This is an optimization exercise on Yosys and OpenROAD, whose aim is small area, not a production implementation.
Function was checked by simulation only, so behaviour that the tests miss may differ from the original.
Power and IR drop assume default switching activity.

Design ex_stage, start of the top module:
module ex_stage
(
    input  logic        clock,
    input  logic        reset,
    input  logic [31:0] d1_in,
    input  logic [31:0] d2_in,
    input  logic [4:0]  rd_in,
    input  logic [31:0] imm_in,
    input  logic [31:0] ctrl_in,
    input  logic [31:0] pc_in,
    output logic        branch,
    output logic [31:0] branch_target,
    output logic        stall,
    output logic [31:0] result_out,
    output logic [31:0] store_data_out,
    output logic [4:0]  rd_out,
    output logic        mem_read_out,
    output logic        mem_write_out,
    output logic        reg_write_out,
    output logic [2:0]  mem_size_out
);
For scale: roughly 2200 cells after synthesis, ~280 I/O pins, roughly 13000 um2 of cells after synthesis.
export LEC_CHECK = 0
export ABC_AREA = 1
export CAP_MARGIN = 0
export CORE_MARGIN = 2
export CORE_UTILIZATION = 40
export SLEW_MARGIN = 0
export SYNTH_HIERARCHICAL = 1
create_clock -name core_clock -period 7.0 [get_ports {clock}]
standard.sh (not shown) runs the stock make flow with config.mk's settings and CLKGATE_MAP_FILE= SYNTH_SCRIPT=/design/flow/synth_recipe.tcl, a recipe that flattens the netlist after the stock synthesis.
==> flow/flow/run.sh <==
#!/bin/bash
# The standard layout, with the smallest buffer (buf_1) on every port
# instead of the default delay buffer; repair upsizes it where needed.
set -euo pipefail
bash standard.sh "BUFFER_PORTS_ARGS=-buffer_cell sky130_fd_sc_hd__buf_1" finish > make_finish.log 2>&1
Rerun with:
==> flow/flow/run.sh (replaced) <==
#!/bin/bash
# The standard layout with two changes:
#  - synthesis maps with flow/abc.script (area-oriented mapping) in place of
#    ORFS's abc script; the rest of synth_recipe.tcl is unchanged;
#  - the smallest buffer (buf_1) on every port instead of the default delay
#    buffer; repair upsizes it where needed.
# Each tool's output stays in orfs/logs; make's own output goes to make_finish.log.
set -euo pipefail
here=$(pwd)
{
  head -n 1 synth_recipe.tcl
  cat <<EOT
proc abc {args} {
  set i [lsearch -exact \$args -script]
  if {\$i >= 0} { set args [lreplace \$args \$i [expr {\$i + 1}] -script $here/flow/abc.script] }
  yosys abc {*}\$args
}
EOT
  tail -n +2 synth_recipe.tcl
} > own_synth.tcl
bash standard.sh "SYNTH_SCRIPT=$here/own_synth.tcl" \
  "BUFFER_PORTS_ARGS=-buffer_cell sky130_fd_sc_hd__buf_1" finish > make_finish.log 2>&1
==> flow/flow/abc.script (new file) <==
strash
dch -f
amap
topo
dnsize -c
--- a/flow/config.mk
+++ b/flow/config.mk
@@ -9 +9 @@
-export CAP_MARGIN = 0
+export CAP_MARGIN = 20
@@ -12 +12 @@
-export SLEW_MARGIN = 0
+export SLEW_MARGIN = 20
After rerunning: The changed run finished but failed the layout checks on negative setup slack. Design area increases by 2.7%. Setup slack loses 1.3 ns. Total power decreases by 1.4%. Combinational power came out higher by about 3%. Die area went down by 14%. Routed wire length went down by 23%. Critical path depth goes up by 5. Register-to-register slack loses 1.2 ns. Clock power is lower by about 0.8%. Hold slack gets worse by 0.022 ns.
Rerun with:
==> flow/flow/run.sh (replaced) <==
#!/bin/bash
# The standard layout, with the smallest buffer (buf_1) on every port
# instead of the default delay buffer; repair upsizes it where needed.
set -euo pipefail
bash standard.sh "BUFFER_PORTS_ARGS=-buffer_cell sky130_fd_sc_hd__buf_1" GPL_KEEP_OVERFLOW=0 finish > make_finish.log 2>&1
removed: flow/flow/abc.script
What happened:
- Now the flow completed with no timing, DRC or antenna violations
- wire length climbs by about 34%
- register-to-register slack gets better by 0.26 ns
- non-clock buffer count went down by 298
- worst hold slack improved by 0.031 ns
- cell area went down by about 4.4%
- setup slack gains 1.3 ns
- total power falls by about 1.6%
- critical path depth decreases by 9
- maximum frequency climbs by 18%
Rerun with:
==> flow/flow/run.sh (replaced) <==
#!/bin/bash
# The standard layout with two changes:
#  - synthesis (hierarchical, as config.mk sets) maps the adder modules
#    (ex_add) with ORFS's own abc script, and every other module with
#    flow/abc_small.script (area-oriented amap, then buffering and sizing);
#    the rest of synth_recipe.tcl is unchanged;
#  - the smallest buffer (buf_1) on every port instead of the default delay
#    buffer; repair upsizes it where needed;
#  - timing-driven placement keeps none of its trial repairs
#    (GPL_KEEP_OVERFLOW=0); the later repair steps fix what is needed.
# Each tool's output stays in orfs/logs; make's own output goes to make_finish.log.
set -euo pipefail
here=$(pwd)
{
  head -n 1 synth_recipe.tcl
  cat <<EOT
proc abc {args} {
  set i [lsearch -exact \$args -script]
  yosys abc {*}\$args *ex_add*
  yosys abc {*}[lreplace \$args \$i [expr {\$i + 1}] -script $here/flow/abc_small.script] *ex_add* %n
}
EOT
  tail -n +2 synth_recipe.tcl
} > own_synth.tcl
bash standard.sh "SYNTH_SCRIPT=$here/own_synth.tcl" \
  "BUFFER_PORTS_ARGS=-buffer_cell sky130_fd_sc_hd__buf_1" GPL_KEEP_OVERFLOW=0 finish > make_finish.log 2>&1
==> flow/flow/abc_small.script (new file) <==
strash
&get -n
&fraig -x
&put
scorr
dc2
dch -f
amap
topo
stime -c
buffer -c
upsize -c
dnsize -c
What happened: This time the run finished but failed the layout checks on negative setup slack. Power increases by 5.9%. Wire length decreases by 10%. Die area decreases by 7.6%.
Rerun with:
==> flow/flow/run.sh (replaced) <==
#!/bin/bash
# The standard layout with two changes:
#  - synthesis maps with flow/abc.script (area-oriented mapping) in place of
#    ORFS's abc script; the rest of synth_recipe.tcl is unchanged;
#  - the smallest buffer (buf_1) on every port instead of the default delay
#    buffer; repair upsizes it where needed.
# Each tool's output stays in orfs/logs; make's own output goes to make_finish.log.
set -euo pipefail
here=$(pwd)
{
  head -n 1 synth_recipe.tcl
  cat <<EOT
proc abc {args} {
  set i [lsearch -exact \$args -script]
  if {\$i >= 0} { set args [lreplace \$args \$i [expr {\$i + 1}] -script $here/flow/abc.script] }
  yosys abc {*}\$args
}
EOT
  tail -n +2 synth_recipe.tcl
} > own_synth.tcl
bash standard.sh "SYNTH_SCRIPT=$here/own_synth.tcl" \
  "BUFFER_PORTS_ARGS=-buffer_cell sky130_fd_sc_hd__buf_1" finish > make_finish.log 2>&1
==> flow/flow/abc.script (new file) <==
strash
&get -n
&fraig -x
&put
scorr
dc2
dch -f
amap
topo
dnsize -c
--- a/flow/config.mk
+++ b/flow/config.mk
@@ -13 +12,0 @@
-export SYNTH_HIERARCHICAL = 1
removed: flow/flow/abc_small.script
=> The new run finished but fails on negative setup slack. Flip-flop and latch count does not change. Non-clock buffer count rises by 293. Setup slack got worse by 1.4 ns. Sequential power falls by roughly a tenth. Wire length falls by about a fifth. Synthesized area falls by roughly a tenth.


job 101:
ex_stage, a different RTL version from the one above (not shown whole).
Size: ~1600 cells after synthesis, about 280 I/O pins.
// ex_stage
module ex_stage
(
    input  logic        clock,
    input  logic        reset,
    input  logic [31:0] d1_in,
    input  logic [31:0] d2_in,
    input  logic [4:0]  rd_in,
    input  logic [31:0] imm_in,
    input  logic [31:0] ctrl_in,
    input  logic [31:0] pc_in,
    output logic        branch,
    output logic [31:0] branch_target,
    output logic        stall,
    output logic [31:0] result_out,
    output logic [31:0] store_data_out,
    output logic [4:0]  rd_out,
    output logic        mem_read_out,
    output logic        mem_write_out,
    output logic        reg_write_out,
    output logic [2:0]  mem_size_out
);
export LEC_CHECK = 0
export ABC_AREA = 1
export CAP_MARGIN = 20
export CORE_MARGIN = 2
export CORE_UTILIZATION = 40
export SETUP_SLACK_MARGIN = 0.1
export SLEW_MARGIN = 20
export SYNTH_HIERARCHICAL = 1
create_clock -name core_clock -period 7.0 [get_ports {clock}]
==> flow/flow/run.sh <==
#!/bin/bash
# The standard layout with these changes:
#  - synthesis (hierarchical, as config.mk sets) maps the adder and
#    incrementer modules (ex_add, ex_inc) with ORFS's own abc script, and every other module with
#    flow/abc_small.script (resynthesis and area-oriented amap, then
#    buffering and sizing);
#    the rest of synth_recipe.tcl is unchanged;
#  - the smallest buffer (buf_1) on every port instead of the default delay
#    buffer; repair upsizes it where needed;
#  - timing-driven placement keeps none of its trial repairs
#    (GPL_KEEP_OVERFLOW=0); the later repair steps fix what is needed.
# Each tool's output stays in orfs/logs; make's own output goes to make_finish.log.
set -euo pipefail
here=$(pwd)
{
  head -n 1 synth_recipe.tcl
  cat <<EOT
proc abc {args} {
  set i [lsearch -exact \$args -script]
  yosys abc {*}\$args *ex_add* *ex_inc*
  yosys abc {*}[lreplace \$args \$i [expr {\$i + 1}] -script $here/flow/abc_small.script] *ex_add* *ex_inc* %u %n
}
EOT
  tail -n +2 synth_recipe.tcl
} > own_synth.tcl
bash standard.sh "SYNTH_SCRIPT=$here/own_synth.tcl" \
  "BUFFER_PORTS_ARGS=-buffer_cell sky130_fd_sc_hd__buf_1" GPL_KEEP_OVERFLOW=0 finish > make_finish.log 2>&1
==> flow/flow/abc_small.script <==
strash
&get -n
&fraig -x
&put
scorr
dc2
dc2
dch -f
amap
topo
stime -c
buffer -c
upsize -c
dnsize -c
What job 102 does differently from job 101 at the input level:
- CTS_BUF_LIST now sky130_fd_sc_hd__clkbuf_8, previously not set
--- outcome ---
- As far as number of buffers added by the clock tree synthesis step goes, job 102 and job 101 are indistinguishable; the numbers are identical.
- Re floorplan die area: no difference whatsoever between job 101 and job 102.
- Against job 101 as the reference, job 102 delivers a lower count of antenna diodes in the layout.
- Job 102 -> job 101: worst max-slew margin expressed relative to the limit flat
- Diff job 101 -> job 102: post-route fraction of the period consumed by the critical path decreased 0.80 points; highest clock rate went up; worst setup slack after layout picked up an extra 0.056 ns; average wire per cell in the routed design went down by about 0.44%; sum of routed wire length over all layers went down by about 0.5%.
- Going from job 101 to job 102, maximum vdd ir drop lower, worst-margin pin slew held steady.
Modified inputs, job 103 compared to job 102
- setting CTS_CLUSTER_DIAMETER to 50 for the first time
Results
- Compared job 102 against job 103; via count within noise.
- Job 102 and job 103 ended up with roughly the same count of multi-input combinational gates.
- Worst max-slew margin expressed relative to the limit came out exactly the same in job 102 and job 103.
- The final global-route overflow total was comparable across job 102 and job 103.
- Per the comparison of job 103 with job 102, number of non-clock inverters level; share of total power in the clock network comparable.
Setup changes, job 103 to job 104
- removing CTS_BUF_LIST (formerly sky130_fd_sc_hd__clkbuf_8)
- removing CTS_CLUSTER_DIAMETER (formerly 50)
--- a/flow/flow/run.sh
+++ b/flow/flow/run.sh
@@ -4,4 +4,3 @@
 #    incrementer modules (ex_add, ex_inc) with ORFS's own abc script, and every other module with
-#    flow/abc_small.script (resynthesis and area-oriented amap, then
-#    buffering and sizing);
+#    flow/abc_small.script (area-oriented amap, then buffering and sizing);
 #    the rest of synth_recipe.tcl is unchanged;
--- a/flow/flow/abc_small.script
+++ b/flow/flow/abc_small.script
@@ -5,3 +5,2 @@
 scorr
-dc2
 dc2
[summary]
| critical path depth | higher: job 103 |
Comparing job 104 and job 103, the higher layout filler cell count was measured on job 104.
[compare] base=job 103 new=job 104: hold-critical path depth went down by 1, share of cell area taken by flip-flops and latches has decreased, cell area has increased, combined area of the multi-input logic cells went up.
Job 104 against job 103; mean instance size in the synthesized netlist is down slightly.
Wire length of the first global-routing pass: job 104 worse than job 103
Going from job 103 to job 104, non-clock buffer count climbed 7; clock skew shows a reduction of 0.0064 ns.
The inputs of job 105 differ from those of job 104 as listed below.
- setting CTS_BUF_LIST to sky130_fd_sc_hd__clkbuf_4 sky130_fd_sc_hd__clkbuf_8 for the first time
--- a/flow/flow/run.sh
+++ b/flow/flow/run.sh
@@ -4,3 +4,4 @@
 #    incrementer modules (ex_add, ex_inc) with ORFS's own abc script, and every other module with
-#    flow/abc_small.script (area-oriented amap, then buffering and sizing);
+#    flow/abc_small.script (resynthesis and area-oriented amap, then
+#    buffering and sizing);
 #    the rest of synth_recipe.tcl is unchanged;
--- a/flow/flow/abc_small.script
+++ b/flow/flow/abc_small.script
@@ -5,2 +5,3 @@
 scorr
+dc2
 dc2
Notes after the runs:
- As of job 105, area of the die had fallen by a few percent compared to job 104.
- Diff job 104 -> job 105 | count of cell instances traversed by the critical path | up by a few percent
- For job 105, the end point of the critical path was branch_target[14], unlike job 104, where it was branch_target[19].
- The lower number of signal-net buffers in the layout came out of job 105.
- ~same final period utilization in job 104 and job 105
- Fraction of met3 tracks used by global routing: job 104 and job 105 compared, higher one is job 105
- The fmax of job 104 and that of job 105 are within noise of each other.
- Delta (job 105 minus job 104): slack of the critical path saw a decrease; portion of the layout cell area used by non-clock buffers went down; total design power saw a decrease.
- Delta (job 105 minus job 104): total standard cell area after synthesis decreased by 370 um2 relative to the old numbers; global router's overall resource usage decreased by 2.4 points relative to the old numbers.


ex_stage, a different RTL version from the one above (not shown whole).
Size: roughly 1900 cells after synthesis, about 280 I/O pins.
==> flow/config.mk <==
export PLATFORM = sky130hd
export DESIGN_NAME = ex_stage
export DESIGN_NICKNAME = ex_stage
export VERILOG_FILES = /design/flow/design.v
export SDC_FILE = /design/flow/constraint.sdc
export NUM_CORES = 4
export LEC_CHECK = 0
export ABC_AREA = 1
export CAP_MARGIN = 20
export CORE_MARGIN = 2
export CORE_UTILIZATION = 40
export SLEW_MARGIN = 20
export SYNTH_HIERARCHICAL = 1
==> flow/constraint.sdc <==
create_clock -name core_clock -period 7.0 [get_ports {clock}]
set_input_delay 1.4000 -clock core_clock [delete_from_list [all_inputs] [get_ports {clock}]]
set_output_delay 1.4000 -clock core_clock [all_outputs]
set_load 0.01 [all_outputs]
==> flow/flow/run.sh <==
#!/bin/bash
# The standard layout with these changes:
#  - synthesis (hierarchical, as config.mk sets) maps the adder and
#    comparator modules (ex_add, ex_cmp) with ORFS's own abc script, and every other module with
#    flow/abc_small.script (area-oriented amap, then buffering and sizing);
#    the rest of synth_recipe.tcl is unchanged;
#  - the smallest buffer (buf_1) on every port instead of the default delay
#    buffer; repair upsizes it where needed;
#  - timing-driven placement keeps none of its trial repairs
#    (GPL_KEEP_OVERFLOW=0); the later repair steps fix what is needed.
# Each tool's output stays in orfs/logs; make's own output goes to make_finish.log.
set -euo pipefail
here=$(pwd)
{
  head -n 1 synth_recipe.tcl
  cat <<EOT
proc abc {args} {
  set i [lsearch -exact \$args -script]
  yosys abc {*}\$args *ex_add* ex_cmp
  yosys abc {*}[lreplace \$args \$i [expr {\$i + 1}] -script $here/flow/abc_small.script] *ex_add* ex_cmp %u %n
}
EOT
  tail -n +2 synth_recipe.tcl
} > own_synth.tcl
bash standard.sh "SYNTH_SCRIPT=$here/own_synth.tcl" \
  "BUFFER_PORTS_ARGS=-buffer_cell sky130_fd_sc_hd__buf_1" GPL_KEEP_OVERFLOW=0 finish > make_finish.log 2>&1
==> flow/flow/abc_small.script <==
strash
&get -n
&fraig -x
&put
scorr
dc2
dch -f
amap
topo
stime -c
buffer -c
upsize -c
dnsize -c
The baseline passed the timing, design-rule and antenna checks.
Rerun with:
==> flow/flow/run.sh (replaced) <==
#!/bin/bash
# The standard layout with two changes:
#  - synthesis maps with flow/abc.script (area-oriented mapping) in place of
#    ORFS's abc script; the rest of synth_recipe.tcl is unchanged;
#  - the smallest buffer (buf_1) on every port instead of the default delay
#    buffer; repair upsizes it where needed.
# Each tool's output stays in orfs/logs; make's own output goes to make_finish.log.
set -euo pipefail
here=$(pwd)
{
  head -n 1 synth_recipe.tcl
  cat <<EOT
proc abc {args} {
  set i [lsearch -exact \$args -script]
  if {\$i >= 0} { set args [lreplace \$args \$i [expr {\$i + 1}] -script $here/flow/abc.script] }
  yosys abc {*}\$args
}
EOT
  tail -n +2 synth_recipe.tcl
} > own_synth.tcl
bash standard.sh "SYNTH_SCRIPT=$here/own_synth.tcl" \
  "BUFFER_PORTS_ARGS=-buffer_cell sky130_fd_sc_hd__buf_1" finish > make_finish.log 2>&1
==> flow/flow/abc.script (new file) <==
strash
&get -n
&fraig -x
&put
scorr
dc2
dch -f
amap
topo
dnsize -c
Settings changed: SYNTH_HIERARCHICAL 1 to default.
removed: flow/flow/abc_small.script
After rerunning: The changed run reached the layout checks and failed them: negative setup slack; sequential power decreases by 5.0%; via count rose by 3.5%; worst setup slack degrades by 1.3 ns; combinational power climbs by 31%.

-- separate check: timing with driven ports --
In the flow no input, the clock included, has a driving cell. The finished layouts below were timed again as built, in two steps. Step 1: set_driving_cell puts a clkbuf_16 on clock and a buf_2 on each other input, an assumption about the parent block. Step 2 adds t to the input delays and takes it off the output delays; t is the mean of the earliest and latest rising clock arrival at the registers after step 1. Input paths then give back, and output paths get back, about the clock's delay inside the block. Slacks: ideal ports / drivers / drivers and shift; pairs: ideal ports / drivers.
run	t (ns)	setup slack, ns	slew at the worst register clock pin (ns)	worst data-port slew with drivers (ns)
the first run of note 1	0.415	0.152 / 0.131 / 0.131	0.08 / 0.08	0.08
the second run of note 1	0.409	-1.130 / -1.184 / -1.184	0.08 / 0.08	0.11
the third run of note 1	0.412	0.123 / 0.089 / -0.015	0.08 / 0.08	0.16
the fourth run of note 1	0.405	-0.177 / -0.340 / -0.340	0.08 / 0.08	0.16
the fifth run of note 1	0.395	-1.561 / -1.609 / -1.609	0.07 / 0.07	0.06
job 101	0.405	0.119 / -0.043 / -0.289	0.08 / 0.08	0.16
job 102	0.441	0.175 / 0.018 / -0.198	0.12 / 0.12	0.16
job 103	0.441	0.175 / 0.018 / -0.198	0.12 / 0.12	0.16
job 104	0.407	0.182 / 0.046 / 0.046	0.09 / 0.09	0.14
job 105	0.441	0.175 / 0.018 / -0.198	0.12 / 0.12	0.16
the first run of note 3	0.401	0.247 / 0.274 / -0.127	0.07 / 0.07	0.04
the second run of note 3	0.407	-1.048 / -1.037 / -1.444	0.08 / 0.08	0.05
With both steps, setup timing fails in 6 of these runs, where it was met with ideal ports. The setup slack of job 101, which loses most, moves by -0.162 ns with the drivers and by -0.408 ns with both steps.
